From an optimization exercise on the open Yosys and OpenROAD flow, aimed at small area, a short achievable clock period and few clock cycles per item; shortcuts taken in it are not production practice.
In this exercise RTL edits were held to simulation tests only and were not proved equivalent to the original.

==> 09-22: inputs <==
## piecewise_cosine_curve_eval
module piecewise_cosine_curve_eval
#(
  parameter int MAX_KNOTS  = 8,
  parameter int PHASE_BITS = 10
) (
  input  logic               clk_i,
  input  logic               rst_ni,
  input  logic               in_valid_i,
  output logic               in_stall_o,
  input  logic               kind_i,
  input  logic [2:0]         knot_index_i,
  input  logic signed [15:0] knot_x_i,
  input  logic signed [15:0] knot_y_i,
  input  logic signed [15:0] query_x_i,
  output logic               out_valid_o,
  input  logic               out_stall_i,
  output logic signed [15:0] height_o,
  output logic               in_segment_o,
  input  logic               psel,
  input  logic               penable,
  input  logic               pwrite,
  input  logic [2:0]         paddr,
  input  logic [31:0]        pwdata,
  output logic [31:0]        prdata,
  output logic               pready
);
Settings: LEC_CHECK=0, CAP_MARGIN=50, CORE_MARGIN=2, CORE_UTILIZATION=40, CTS_CLUSTER_DIAMETER=120, CTS_CLUSTER_SIZE=22, SLEW_MARGIN=70, SYNTH_MEMORY_MAX_BITS=16384; clock period 13.0 ns.
run.sh (not shown) runs the stock make flow with config.mk's settings and CLKGATE_MAP_FILE= SYNTH_SCRIPT=/design/flow/synth_recipe.tcl, a recipe that flattens the netlist after the stock synthesis.
==> 02-05 (differences from 09-22) <==
--- a/flow/design.v
+++ b/flow/design.v
@@ -1435,47 +1435,42 @@
                     {hit[1:0], 4'b0} | {hit[0], 5'b0}, 1'b0};
   end
   logic        v1_q;
   logic [15:0] q1_q;
   logic [6:0]  first1_q;
-  logic [6:0]  hit1_q;
   always_ff @(posedge clk_i or negedge rst_ni) begin
     if (!rst_ni)  v1_q <= 1'b0;
     else if (adv) v1_q <= v0_q;
   end
   always_ff @(posedge clk_i) begin
     if (adv) begin
       q1_q     <= q0_q;
       first1_q <= first;
-      hit1_q   <= hit;
     end
   end
   logic [15:0] snx0, snx1, sy0, sy1;
-  logic [6:0]  firsty;
   always_comb begin
-    firsty = hit1_q & ~{hit1_q[5:0] | {hit1_q[4:0], 1'b0} | {hit1_q[3:0], 2'b0} |
-                        {hit1_q[2:0], 3'b0} | {hit1_q[1:0], 4'b0} | {hit1_q[0], 5'b0}, 1'b0};
     snx0 = '0;
     snx1 = '0;
     sy0  = '0;
     sy1  = '0;
     for (int i = 0; i < 7; i++) begin
       snx0 |= {16{first1_q[i]}} & knx[16*i +: 16];
       snx1 |= {16{first1_q[i]}} & knx[16*(i+1) +: 16];
-      sy0  |= {16{firsty[i]}} & ky[16*i +: 16];
-      sy1  |= {16{firsty[i]}} & ky[16*(i+1) +: 16];
+      sy0  |= {16{first1_q[i]}} & ky[16*i +: 16];
+      sy1  |= {16{first1_q[i]}} & ky[16*(i+1) +: 16];
     end
   end
   logic        v2_q, h2_q;
   logic [15:0] ofs2_q, nw2_q, ya2_q, yb2_q;
   always_ff @(posedge clk_i or negedge rst_ni) begin
     if (!rst_ni)  v2_q <= 1'b0;
     else if (adv) v2_q <= v1_q;
   end
   always_ff @(posedge clk_i) begin
     if (adv) begin
-      h2_q   <= |hit1_q;
+      h2_q   <= |first1_q;
       ofs2_q <= q1_q + snx0 + 16'd1;
       nw2_q  <= snx1 + ~snx0;
       ya2_q  <= sy0;
       yb2_q  <= sy1;
     end
Settings changed: CAP_MARGIN 50 to 20, CTS_CLUSTER_DIAMETER 120 to default, CTS_CLUSTER_SIZE 22 to default, SLEW_MARGIN 70 to 20.
==> 03-23 (differences from 09-22) <==
Settings changed: CORE_UTILIZATION 40 to 60, CTS_CLUSTER_DIAMETER 120 to default, CTS_CLUSTER_SIZE 22 to default, PLACE_DENSITY from default to 0.7.
==> comparison <==
In 03-23 the sequential share of layout area is lower than in 02-05, by 0.56 points. Of 02-05 and 09-22, 09-22 has the higher design area (gap about 1.1%, measured against 09-22). The lowest non-clock buffer count belongs to 02-05, the highest to 09-22. Between 02-05 and 09-22, the lower register-to-register slack is in 02-05 (gap 0.44 ns). Worst setup slack: 09-22 is better than 02-05 (0.44 ns). The lowest first-iteration DRC count belongs to 02-05, the highest to 03-23. Against 02-05, the global-route usage of 03-23 is higher by 10 points. Of 02-05 and 09-22, 09-22 has the higher synthesized cell count (gap 3.5%, measured against 09-22).
Testbench counts of 09-22, summed over its fixed seeds: cycles 2,328, items 1,920.
Testbench counts of 02-05, summed over its fixed seeds: cycles 2,328, items 1,920.
Testbench counts of 03-23, summed over its fixed seeds: cycles 2,328, items 1,920.

==> run a: inputs <==
piecewise_cosine_curve_eval with an RTL version that a note above also has.
export LEC_CHECK = 0
export CAP_MARGIN = 50
export CORE_MARGIN = 2
export CORE_UTILIZATION = 40
export SLEW_MARGIN = 70
export SYNTH_MEMORY_MAX_BITS = 16384
create_clock -name core_clock -period 13.0 [get_ports {clk_i}]
==> run b: changes against run a <==
--- a/flow/design.v
+++ b/flow/design.v
@@ -4,63 +4,61 @@
 module pcc_ram (
   input  logic          clk_i,
   input  logic          rst_ni,
   input  logic          adv_i,
   input  logic          we_i,
   input  logic [2:0]    waddr_i,
   input  logic [15:0]   wx_i,
   input  logic [15:0]   wy_i,
-  output logic [127:0]  nx_o,
+  output logic [127:0]  x_o,
   output logic [127:0]  y_o
 );
   logic        we_q;
   logic [2:0]  waddr_q;
   logic [15:0] wx_q;
   logic [15:0] wy_q;
   always_ff @(posedge clk_i or negedge rst_ni) begin
     if (!rst_ni)    we_q <= 1'b0;
     else if (adv_i) we_q <= we_i;
   end
   always_ff @(posedge clk_i) begin
     if (adv_i) begin
       waddr_q <= waddr_i;
-      wx_q    <= ~wx_i;
+      wx_q    <= wx_i;
       wy_q    <= wy_i;
     end
   end
   for (genvar k = 0; k < 8; k++) begin : g_slot
     logic [15:0] x_q;
     logic [15:0] y_q;
     always_ff @(posedge clk_i) begin
       if (adv_i && we_q && (waddr_q == 3'(k))) begin
         x_q <= wx_q;
         y_q <= wy_q;
       end
     end
-    assign nx_o[16*k +: 16] = x_q;
+    assign x_o[16*k +: 16] = x_q;
     assign y_o[16*k +: 16] = y_q;
   end
 endmodule
 module pcc_div (
   input  logic [15:0] r_i,
-  input  logic [15:0] nw_i,
+  input  logic [15:0] w_i,
   output logic [15:0] r_o,
-  output logic [1:0]  q_o,
-  output logic        z_o
+  output logic [1:0]  q_o
 );
   logic [17:0] r4, a2;
   logic [16:0] a1, a3, cs, cc;
   assign r4 = {r_i, 2'b00};
-  assign a2 = r4 + {1'b1, nw_i, 1'b1} + 18'd1;
-  assign a1 = r4[16:0] + {1'b1, nw_i} + 17'd1;
-  assign cs = r4[16:0] ^ {nw_i, 1'b1} ^ {1'b1, nw_i};
-  assign cc = (r4[16:0] & {nw_i, 1'b1}) | (r4[16:0] & {1'b1, nw_i}) | ({nw_i, 1'b1} & {1'b1, nw_i});
+  assign a2 = r4 - {1'b0, w_i, 1'b0};
+  assign a1 = r4[16:0] - {1'b0, w_i};
+  assign cs = r4[16:0] ^ ~{w_i, 1'b0} ^ ~{1'b0, w_i};
+  assign cc = (r4[16:0] & ~{w_i, 1'b0}) | (r4[16:0] & ~{1'b0, w_i}) | (~{w_i, 1'b0} & ~{1'b0, w_i});
   assign a3 = cs + {cc[15:0], 1'b1} + 17'd1;
-  assign z_o = a2[17] && a1[16];
   always_comb begin
     if (!a2[17]) begin
       if (!a3[16]) begin
         q_o = 2'd3;
         r_o = a3[15:0];
       end else begin
         q_o = 2'd2;
         r_o = a2[15:0];
@@ -1382,56 +1380,50 @@
   end
   always_ff @(posedge clk_i) begin
     prdata_q <= paddr[2] ? {{16{base_height_q[15]}}, base_height_q} : {28'd0, knot_count_q};
   end
   assign prdata = prdata_q;
   logic         freeze_q;
   logic         adv;
   logic         take;
-  logic [127:0] knx;
+  logic [127:0] kx;
   logic [127:0] ky;
   logic         go_q;
   assign in_stall_o = !go_q;
   assign adv        = !freeze_q;
   assign take       = in_valid_i && adv;
   pcc_ram u_ram (
     .clk_i   (clk_i),
     .rst_ni  (rst_ni),
     .adv_i   (adv),
     .we_i    (in_valid_i && !kind_i),
     .waddr_i (knot_index_i),
     .wx_i    (knot_x_i),
     .wy_i    (knot_y_i),
-    .nx_o    (knx),
+    .x_o     (kx),
     .y_o     (ky)
   );
   logic        v0_q;
   logic [15:0] q0_q;
   always_ff @(posedge clk_i or negedge rst_ni) begin
     if (!rst_ni)  v0_q <= 1'b0;
     else if (adv) v0_q <= take && kind_i;
   end
   always_ff @(posedge clk_i) begin
     if (adv) q0_q <= query_x_i;
   end
-  logic [16:0] sm [8];
-  logic [7:0] gt;
-  logic [7:0] eq;
   logic [7:0] ge;
   logic [7:0] le;
   logic [6:0] hit;
   logic [6:0] first;
   always_comb begin
     for (int i = 0; i < 8; i++) begin
-      sm[i] = {q0_q[15], q0_q} + {knx[16*i+15], knx[16*i +: 16]};
-      gt[i] = !sm[i][16];
-      eq[i] = &(q0_q ^ knx[16*i +: 16]);
-      ge[i] = gt[i] || eq[i];
-      le[i] = !gt[i];
+      ge[i] = $signed(q0_q) >= $signed(kx[16*i +: 16]);
+      le[i] = $signed(q0_q) <= $signed(kx[16*i +: 16]);
     end
     for (int i = 0; i < 7; i++) begin
       hit[i] = ge[i] && le[i+1] && (knot_count_q >= 4'(i + 2));
     end
     first = hit & ~{hit[5:0] | {hit[4:0], 1'b0} | {hit[3:0], 2'b0} | {hit[2:0], 3'b0} |
                     {hit[1:0], 4'b0} | {hit[0], 5'b0}, 1'b0};
   end
   logic        v1_q;
@@ -1442,142 +1434,139 @@
     else if (adv) v1_q <= v0_q;
   end
   always_ff @(posedge clk_i) begin
     if (adv) begin
       q1_q     <= q0_q;
       first1_q <= first;
     end
   end
-  logic [15:0] snx0, snx1, sy0, sy1;
+  logic [15:0] sx0, sx1, sy0, sy1;
   always_comb begin
-    snx0 = '0;
-    snx1 = '0;
-    sy0  = '0;
-    sy1  = '0;
+    sx0 = '0;
+    sx1 = '0;
+    sy0 = '0;
+    sy1 = '0;
     for (int i = 0; i < 7; i++) begin
-      snx0 |= {16{first1_q[i]}} & knx[16*i +: 16];
-      snx1 |= {16{first1_q[i]}} & knx[16*(i+1) +: 16];
-      sy0  |= {16{first1_q[i]}} & ky[16*i +: 16];
-      sy1  |= {16{first1_q[i]}} & ky[16*(i+1) +: 16];
+      sx0 |= {16{first1_q[i]}} & kx[16*i +: 16];
+      sx1 |= {16{first1_q[i]}} & kx[16*(i+1) +: 16];
+      sy0 |= {16{first1_q[i]}} & ky[16*i +: 16];
+      sy1 |= {16{first1_q[i]}} & ky[16*(i+1) +: 16];
     end
   end
   logic        v2_q, h2_q;
-  logic [15:0] ofs2_q, nw2_q, ya2_q, yb2_q;
+  logic [15:0] ofs2_q, w2_q, ya2_q, yb2_q;
   always_ff @(posedge clk_i or negedge rst_ni) begin
     if (!rst_ni)  v2_q <= 1'b0;
     else if (adv) v2_q <= v1_q;
   end
   always_ff @(posedge clk_i) begin
     if (adv) begin
       h2_q   <= |first1_q;
-      ofs2_q <= q1_q + snx0 + 16'd1;
-      nw2_q  <= snx1 + ~snx0;
+      ofs2_q <= q1_q - sx0;
+      w2_q   <= sx1 - sx0;
       ya2_q  <= sy0;
       yb2_q  <= sy1;
     end
   end
   logic        full2, upf2;
-  assign full2 = &(ofs2_q ^ nw2_q);
-  assign upf2  = full2 && (nw2_q != 16'hffff);
+  assign full2 = (ofs2_q == w2_q);
+  assign upf2  = full2 && (w2_q != '0);
   logic                 dv_q   [DSTG-1];
   logic                 dh_q   [DSTG-1];
   logic                 dful_q [DSTG-1];
   logic                 dupf_q [DSTG-1];
   logic [15:0]          dr_q   [DSTG-1];
-  logic [15:0]          dnw_q  [DSTG-1];
+  logic [15:0]          dw_q   [DSTG-1];
   logic [15:0]          dya_q  [DSTG-1];
   logic [15:0]          dyb_q  [DSTG-1];
   logic [2*DSTG-3:0]    dp_q   [DSTG-1];
   for (genvar g = 0; g < DSTG - 1; g++) begin : g_div
     logic              v_in, h_in, ful_in, upf_in;
-    logic [15:0]       r_in, nw_in, ya_in, yb_in;
+    logic [15:0]       r_in, w_in, ya_in, yb_in;
     logic [2*DSTG-3:0] p_in;
     logic [15:0]       r_out;
     logic [1:0]        qb;
     if (g == 0) begin : g_first
       assign v_in   = v2_q;
       assign h_in   = h2_q;
       assign ful_in = full2;
       assign upf_in = upf2;
       assign r_in   = ofs2_q;
-      assign nw_in  = nw2_q;
+      assign w_in   = w2_q;
       assign ya_in  = ya2_q;
       assign yb_in  = yb2_q;
       assign p_in   = '0;
     end else begin : g_next
       assign v_in   = dv_q[g-1];
       assign h_in   = dh_q[g-1];
       assign ful_in = dful_q[g-1];
       assign upf_in = dupf_q[g-1];
       assign r_in   = dr_q[g-1];
-      assign nw_in  = dnw_q[g-1];
+      assign w_in   = dw_q[g-1];
       assign ya_in  = dya_q[g-1];
       assign yb_in  = dyb_q[g-1];
       assign p_in   = dp_q[g-1];
     end
-    pcc_div u_div (.r_i(r_in), .nw_i(nw_in), .r_o(r_out), .q_o(qb), .z_o());
+    pcc_div u_div (.r_i(r_in), .w_i(w_in), .r_o(r_out), .q_o(qb));
     always_ff @(posedge clk_i or negedge rst_ni) begin
       if (!rst_ni)  dv_q[g] <= 1'b0;
       else if (adv) dv_q[g] <= v_in;
     end
     always_ff @(posedge clk_i) begin
       if (adv) begin
         dh_q[g]   <= h_in;
         dful_q[g] <= ful_in;
         dupf_q[g] <= upf_in;
         dr_q[g]   <= r_out;
-        dnw_q[g]  <= nw_in;
+        dw_q[g]   <= w_in;
         dya_q[g]  <= ya_in;
         dyb_q[g]  <= yb_in;
         dp_q[g]   <= (g == 0) ? {6'd0, qb} : {p_in[2*DSTG-5:0], qb};
       end
     end
   end
   localparam int L = DSTG - 2;
   logic [15:0] r_unused;
   logic [1:0]  qlast;
-  logic        qzero;
   logic [7:0]  phi;
   logic        p9;
   logic [7:0]  nhi_inc;
   logic [9:0]  pf;
   logic        up;
-  pcc_div u_div_last (.r_i(dr_q[L]), .nw_i(dnw_q[L]), .r_o(r_unused), .q_o(qlast), .z_o(qzero));
+  pcc_div u_div_last (.r_i(dr_q[L]), .w_i(dw_q[L]), .r_o(r_unused), .q_o(qlast));
   assign phi     = dp_q[L];
   assign p9      = phi[7];
   assign nhi_inc = {1'b0, ~phi[6:0]} + 8'd1;
   always_comb begin
     if (dful_q[L]) begin
       pf = 10'd0;
     end else if (p9) begin
-      pf[1:0] = {qlast[1] ^ qlast[0], qlast[0]};
-      pf[9:2] = qzero ? nhi_inc : {1'b0, ~phi[6:0]};
+      pf[1:0] = ~qlast + 2'd1;
+      pf[9:2] = (qlast == 2'd0) ? nhi_inc : {1'b0, ~phi[6:0]};
     end else begin
       pf = {1'b0, phi[6:0], qlast};
     end
   end
   assign up = dful_q[L] ? dupf_q[L] : p9;
-  logic [15:0] ybase, yfar;
-  assign ybase = up ? dyb_q[L] : dya_q[L];
-  assign yfar  = up ? dya_q[L] : dyb_q[L];
   logic        v7_q, h7_q;
   logic [9:0]  pf7_q;
   logic [16:0] d7_q;
   logic [15:0] b7_q;
   always_ff @(posedge clk_i or negedge rst_ni) begin
     if (!rst_ni)  v7_q <= 1'b0;
     else if (adv) v7_q <= dv_q[L];
   end
   always_ff @(posedge clk_i) begin
     if (adv) begin
       h7_q  <= dh_q[L];
       pf7_q <= pf;
-      d7_q  <= {yfar[15], yfar} - {ybase[15], ybase};
-      b7_q  <= ybase;
+      d7_q  <= up ? ({dya_q[L][15], dya_q[L]} - {dyb_q[L][15], dyb_q[L]})
+                  : ({dyb_q[L][15], dyb_q[L]} - {dya_q[L][15], dya_q[L]});
+      b7_q  <= up ? dyb_q[L] : dya_q[L];
     end
   end
   logic [13:0] wt;
   pcc_wrom u_wrom (.p_i(pf7_q), .w_o(wt));
   logic        v9_q, h9_q;
   logic [13:0] wt9_q;
   logic [16:0] d9_q;
   logic [15:0] b9_q;
CAP_MARGIN = 20   (was 50)
SLEW_MARGIN = 20   (was 70)
==> run c: changes against run a <==
--- a/flow/design.v
+++ b/flow/design.v
@@ -4,63 +4,61 @@
 module pcc_ram (
   input  logic          clk_i,
   input  logic          rst_ni,
   input  logic          adv_i,
   input  logic          we_i,
   input  logic [2:0]    waddr_i,
   input  logic [15:0]   wx_i,
   input  logic [15:0]   wy_i,
-  output logic [127:0]  nx_o,
+  output logic [127:0]  x_o,
   output logic [127:0]  y_o
 );
   logic        we_q;
   logic [2:0]  waddr_q;
   logic [15:0] wx_q;
   logic [15:0] wy_q;
   always_ff @(posedge clk_i or negedge rst_ni) begin
     if (!rst_ni)    we_q <= 1'b0;
     else if (adv_i) we_q <= we_i;
   end
   always_ff @(posedge clk_i) begin
     if (adv_i) begin
       waddr_q <= waddr_i;
-      wx_q    <= ~wx_i;
+      wx_q    <= wx_i;
       wy_q    <= wy_i;
     end
   end
   for (genvar k = 0; k < 8; k++) begin : g_slot
     logic [15:0] x_q;
     logic [15:0] y_q;
     always_ff @(posedge clk_i) begin
       if (adv_i && we_q && (waddr_q == 3'(k))) begin
         x_q <= wx_q;
         y_q <= wy_q;
       end
     end
-    assign nx_o[16*k +: 16] = x_q;
+    assign x_o[16*k +: 16] = x_q;
     assign y_o[16*k +: 16] = y_q;
   end
 endmodule
 module pcc_div (
   input  logic [15:0] r_i,
-  input  logic [15:0] nw_i,
+  input  logic [15:0] w_i,
   output logic [15:0] r_o,
-  output logic [1:0]  q_o,
-  output logic        z_o
+  output logic [1:0]  q_o
 );
   logic [17:0] r4, a2;
   logic [16:0] a1, a3, cs, cc;
   assign r4 = {r_i, 2'b00};
-  assign a2 = r4 + {1'b1, nw_i, 1'b1} + 18'd1;
-  assign a1 = r4[16:0] + {1'b1, nw_i} + 17'd1;
-  assign cs = r4[16:0] ^ {nw_i, 1'b1} ^ {1'b1, nw_i};
-  assign cc = (r4[16:0] & {nw_i, 1'b1}) | (r4[16:0] & {1'b1, nw_i}) | ({nw_i, 1'b1} & {1'b1, nw_i});
+  assign a2 = r4 - {1'b0, w_i, 1'b0};
+  assign a1 = r4[16:0] - {1'b0, w_i};
+  assign cs = r4[16:0] ^ ~{w_i, 1'b0} ^ ~{1'b0, w_i};
+  assign cc = (r4[16:0] & ~{w_i, 1'b0}) | (r4[16:0] & ~{1'b0, w_i}) | (~{w_i, 1'b0} & ~{1'b0, w_i});
   assign a3 = cs + {cc[15:0], 1'b1} + 17'd1;
-  assign z_o = a2[17] && a1[16];
   always_comb begin
     if (!a2[17]) begin
       if (!a3[16]) begin
         q_o = 2'd3;
         r_o = a3[15:0];
       end else begin
         q_o = 2'd2;
         r_o = a2[15:0];
@@ -1382,56 +1380,50 @@
   end
   always_ff @(posedge clk_i) begin
     prdata_q <= paddr[2] ? {{16{base_height_q[15]}}, base_height_q} : {28'd0, knot_count_q};
   end
   assign prdata = prdata_q;
   logic         freeze_q;
   logic         adv;
   logic         take;
-  logic [127:0] knx;
+  logic [127:0] kx;
   logic [127:0] ky;
   logic         go_q;
   assign in_stall_o = !go_q;
   assign adv        = !freeze_q;
   assign take       = in_valid_i && adv;
   pcc_ram u_ram (
     .clk_i   (clk_i),
     .rst_ni  (rst_ni),
     .adv_i   (adv),
     .we_i    (in_valid_i && !kind_i),
     .waddr_i (knot_index_i),
     .wx_i    (knot_x_i),
     .wy_i    (knot_y_i),
-    .nx_o    (knx),
+    .x_o     (kx),
     .y_o     (ky)
   );
   logic        v0_q;
   logic [15:0] q0_q;
   always_ff @(posedge clk_i or negedge rst_ni) begin
     if (!rst_ni)  v0_q <= 1'b0;
     else if (adv) v0_q <= take && kind_i;
   end
   always_ff @(posedge clk_i) begin
     if (adv) q0_q <= query_x_i;
   end
-  logic [16:0] sm [8];
-  logic [7:0] gt;
-  logic [7:0] eq;
   logic [7:0] ge;
   logic [7:0] le;
   logic [6:0] hit;
   logic [6:0] first;
   always_comb begin
     for (int i = 0; i < 8; i++) begin
-      sm[i] = {q0_q[15], q0_q} + {knx[16*i+15], knx[16*i +: 16]};
-      gt[i] = !sm[i][16];
-      eq[i] = &(q0_q ^ knx[16*i +: 16]);
-      ge[i] = gt[i] || eq[i];
-      le[i] = !gt[i];
+      ge[i] = $signed(q0_q) >= $signed(kx[16*i +: 16]);
+      le[i] = $signed(q0_q) <= $signed(kx[16*i +: 16]);
     end
     for (int i = 0; i < 7; i++) begin
       hit[i] = ge[i] && le[i+1] && (knot_count_q >= 4'(i + 2));
     end
     first = hit & ~{hit[5:0] | {hit[4:0], 1'b0} | {hit[3:0], 2'b0} | {hit[2:0], 3'b0} |
                     {hit[1:0], 4'b0} | {hit[0], 5'b0}, 1'b0};
   end
   logic        v1_q;
@@ -1442,142 +1434,139 @@
     else if (adv) v1_q <= v0_q;
   end
   always_ff @(posedge clk_i) begin
     if (adv) begin
       q1_q     <= q0_q;
       first1_q <= first;
     end
   end
-  logic [15:0] snx0, snx1, sy0, sy1;
+  logic [15:0] sx0, sx1, sy0, sy1;
   always_comb begin
-    snx0 = '0;
-    snx1 = '0;
-    sy0  = '0;
-    sy1  = '0;
+    sx0 = '0;
+    sx1 = '0;
+    sy0 = '0;
+    sy1 = '0;
     for (int i = 0; i < 7; i++) begin
-      snx0 |= {16{first1_q[i]}} & knx[16*i +: 16];
-      snx1 |= {16{first1_q[i]}} & knx[16*(i+1) +: 16];
-      sy0  |= {16{first1_q[i]}} & ky[16*i +: 16];
-      sy1  |= {16{first1_q[i]}} & ky[16*(i+1) +: 16];
+      sx0 |= {16{first1_q[i]}} & kx[16*i +: 16];
+      sx1 |= {16{first1_q[i]}} & kx[16*(i+1) +: 16];
+      sy0 |= {16{first1_q[i]}} & ky[16*i +: 16];
+      sy1 |= {16{first1_q[i]}} & ky[16*(i+1) +: 16];
     end
   end
   logic        v2_q, h2_q;
-  logic [15:0] ofs2_q, nw2_q, ya2_q, yb2_q;
+  logic [15:0] ofs2_q, w2_q, ya2_q, yb2_q;
   always_ff @(posedge clk_i or negedge rst_ni) begin
     if (!rst_ni)  v2_q <= 1'b0;
     else if (adv) v2_q <= v1_q;
   end
   always_ff @(posedge clk_i) begin
     if (adv) begin
       h2_q   <= |first1_q;
-      ofs2_q <= q1_q + snx0 + 16'd1;
-      nw2_q  <= snx1 + ~snx0;
+      ofs2_q <= q1_q - sx0;
+      w2_q   <= sx1 - sx0;
       ya2_q  <= sy0;
       yb2_q  <= sy1;
     end
   end
   logic        full2, upf2;
-  assign full2 = &(ofs2_q ^ nw2_q);
-  assign upf2  = full2 && (nw2_q != 16'hffff);
+  assign full2 = (ofs2_q == w2_q);
+  assign upf2  = full2 && (w2_q != '0);
   logic                 dv_q   [DSTG-1];
   logic                 dh_q   [DSTG-1];
   logic                 dful_q [DSTG-1];
   logic                 dupf_q [DSTG-1];
   logic [15:0]          dr_q   [DSTG-1];
-  logic [15:0]          dnw_q  [DSTG-1];
+  logic [15:0]          dw_q   [DSTG-1];
   logic [15:0]          dya_q  [DSTG-1];
   logic [15:0]          dyb_q  [DSTG-1];
   logic [2*DSTG-3:0]    dp_q   [DSTG-1];
   for (genvar g = 0; g < DSTG - 1; g++) begin : g_div
     logic              v_in, h_in, ful_in, upf_in;
-    logic [15:0]       r_in, nw_in, ya_in, yb_in;
+    logic [15:0]       r_in, w_in, ya_in, yb_in;
     logic [2*DSTG-3:0] p_in;
     logic [15:0]       r_out;
     logic [1:0]        qb;
     if (g == 0) begin : g_first
       assign v_in   = v2_q;
       assign h_in   = h2_q;
       assign ful_in = full2;
       assign upf_in = upf2;
       assign r_in   = ofs2_q;
-      assign nw_in  = nw2_q;
+      assign w_in   = w2_q;
       assign ya_in  = ya2_q;
       assign yb_in  = yb2_q;
       assign p_in   = '0;
     end else begin : g_next
       assign v_in   = dv_q[g-1];
       assign h_in   = dh_q[g-1];
       assign ful_in = dful_q[g-1];
       assign upf_in = dupf_q[g-1];
       assign r_in   = dr_q[g-1];
-      assign nw_in  = dnw_q[g-1];
+      assign w_in   = dw_q[g-1];
       assign ya_in  = dya_q[g-1];
       assign yb_in  = dyb_q[g-1];
       assign p_in   = dp_q[g-1];
     end
-    pcc_div u_div (.r_i(r_in), .nw_i(nw_in), .r_o(r_out), .q_o(qb), .z_o());
+    pcc_div u_div (.r_i(r_in), .w_i(w_in), .r_o(r_out), .q_o(qb));
     always_ff @(posedge clk_i or negedge rst_ni) begin
       if (!rst_ni)  dv_q[g] <= 1'b0;
       else if (adv) dv_q[g] <= v_in;
     end
     always_ff @(posedge clk_i) begin
       if (adv) begin
         dh_q[g]   <= h_in;
         dful_q[g] <= ful_in;
         dupf_q[g] <= upf_in;
         dr_q[g]   <= r_out;
-        dnw_q[g]  <= nw_in;
+        dw_q[g]   <= w_in;
         dya_q[g]  <= ya_in;
         dyb_q[g]  <= yb_in;
         dp_q[g]   <= (g == 0) ? {6'd0, qb} : {p_in[2*DSTG-5:0], qb};
       end
     end
   end
   localparam int L = DSTG - 2;
   logic [15:0] r_unused;
   logic [1:0]  qlast;
-  logic        qzero;
   logic [7:0]  phi;
   logic        p9;
   logic [7:0]  nhi_inc;
   logic [9:0]  pf;
   logic        up;
-  pcc_div u_div_last (.r_i(dr_q[L]), .nw_i(dnw_q[L]), .r_o(r_unused), .q_o(qlast), .z_o(qzero));
+  pcc_div u_div_last (.r_i(dr_q[L]), .w_i(dw_q[L]), .r_o(r_unused), .q_o(qlast));
   assign phi     = dp_q[L];
   assign p9      = phi[7];
   assign nhi_inc = {1'b0, ~phi[6:0]} + 8'd1;
   always_comb begin
     if (dful_q[L]) begin
       pf = 10'd0;
     end else if (p9) begin
-      pf[1:0] = {qlast[1] ^ qlast[0], qlast[0]};
-      pf[9:2] = qzero ? nhi_inc : {1'b0, ~phi[6:0]};
+      pf[1:0] = ~qlast + 2'd1;
+      pf[9:2] = (qlast == 2'd0) ? nhi_inc : {1'b0, ~phi[6:0]};
     end else begin
       pf = {1'b0, phi[6:0], qlast};
     end
   end
   assign up = dful_q[L] ? dupf_q[L] : p9;
-  logic [15:0] ybase, yfar;
-  assign ybase = up ? dyb_q[L] : dya_q[L];
-  assign yfar  = up ? dya_q[L] : dyb_q[L];
   logic        v7_q, h7_q;
   logic [9:0]  pf7_q;
   logic [16:0] d7_q;
   logic [15:0] b7_q;
   always_ff @(posedge clk_i or negedge rst_ni) begin
     if (!rst_ni)  v7_q <= 1'b0;
     else if (adv) v7_q <= dv_q[L];
   end
   always_ff @(posedge clk_i) begin
     if (adv) begin
       h7_q  <= dh_q[L];
       pf7_q <= pf;
-      d7_q  <= {yfar[15], yfar} - {ybase[15], ybase};
-      b7_q  <= ybase;
+      d7_q  <= up ? ({dya_q[L][15], dya_q[L]} - {dyb_q[L][15], dyb_q[L]})
+                  : ({dyb_q[L][15], dyb_q[L]} - {dya_q[L][15], dya_q[L]});
+      b7_q  <= up ? dyb_q[L] : dya_q[L];
     end
   end
   logic [13:0] wt;
   pcc_wrom u_wrom (.p_i(pf7_q), .w_o(wt));
   logic        v9_q, h9_q;
   logic [13:0] wt9_q;
   logic [16:0] d9_q;
   logic [15:0] b9_q;
==> comparison table <==
|  | run a | run b | run c |
|---|---|---|---|
| Portion of the layout cell area used by non-clock buffers | 4.28% | 2.52% | 4.29% |
| Die extent in y | 397 µm | 396 µm | 396 µm |
| FF+latch area | 27300 µm² | 27300 µm² | 27300 µm² |
| Syn_nets | 6294 | 6404 | 6404 |
| Critical path destination | nw2_q[15] | wt9_q[5] | ms10_q[18] |
| Clock buffer count from CTS | 100 | 99 | 101 |
| Fraction of final layout cells with drive strength greater than 1 | 10.2% | 5.81% | 9.44% |
| Number of tap cells inserted | 2044 | 2030 | 2030 |
| Area share of xor/xnor cells in the synthesized design | 3.19% | 3.13% | 3.13% |
| Post-Synthesis Mean Instance Area | 11.3 µm² | 11.1 µm² | 11.1 µm² |
| Status | finished clean | finished clean | finished clean |
| WL final | 161000 µm | 160000 µm | 162000 µm |
| Synth-to-Final Area Change | 13.9% | 10.7% | 14.2% |
| Number of distinct library cell variants in the gate-level netlist after synthesis | 102 | 88 | 88 |
| Multi-In Gates | 3940 | 3840 | 3840 |
| Sum of net half-perimeters after detailed placement | 117000 µm | 114000 µm | 119000 µm |
| Simple-gate share of the synthesized area | 11.1% | 10.9% | 10.9% |
| Actual slew at the worst max-slew pin | - | 1.04 ns | 0.509 ns |
| Largest net degree at the start of global routing | 73 | 184 | 76 |
| Starting density of the core | 40.2% | 40.4% | 40.4% |
| Largest stage delay, worst path | 0.55 ns | 0.93 ns | 0.56 ns |
| Total routing usage reported by global routing | 20.3% | 20.1% | 20.4% |
| Setup slack at placement | 8.43 ns | 7.80 ns | 8.50 ns |
Testbench counts of run a, summed over its fixed seeds: cycles 2,328, items 1,920.
Testbench counts of run b, summed over its fixed seeds: cycles 2,328, items 1,920.
Testbench counts of run c, summed over its fixed seeds: cycles 2,328, items 1,920.

[re-timing with driven ports]
Ports are ideal in the flow. The routed layouts listed here were re-timed in OpenROAD. Step 1 (the two cells are an assumption about what drives the block):
set clk [get_ports {clk_i}]
set_driving_cell -lib_cell sky130_fd_sc_hd__clkbuf_16 $clk
set_driving_cell -lib_cell sky130_fd_sc_hd__buf_2 [delete_from_list [all_inputs] $clk]
Step 2 also shifts input and output timing later by t, the mid clock arrival at the registers, as if the neighbouring blocks saw the same clock. Three values: ideal ports, drivers, drivers and shift; two values: the first two.
| run | t (ns) | setup slack, ns | clock arrival spread, ns | slew at the worst register clock pin (ns) | cell pins on the clock port's net |
|---|---|---|---|---|---|
| 09-22 | 0.744 | 8.525 / 8.525 / 8.525 | 0.042 / 0.042 | 0.10 / 0.10 | 1 |
| 02-05 | 0.781 | 8.087 / 8.087 / 7.954 | 0.065 / 0.065 | 0.07 / 0.07 | 1 |
| 03-23 | 0.761 | 8.605 / 8.561 / 8.605 | 0.039 / 0.040 | 0.07 / 0.07 | 1 |
| run a | 0.768 | 8.330 / 8.330 / 8.330 | 0.068 / 0.069 | 0.07 / 0.07 | 1 |
| run b | 0.782 | 8.183 / 8.183 / 7.795 | 0.055 / 0.055 | 0.07 / 0.07 | 1 |
| run c | 0.793 | 8.528 / 8.488 / 8.528 | 0.085 / 0.085 | 0.07 / 0.07 | 1 |
After both steps setup and hold are still met in every run listed. The setup slack of run b, which loses most, moves by 0.000 ns with the drivers and by -0.388 ns with both steps.
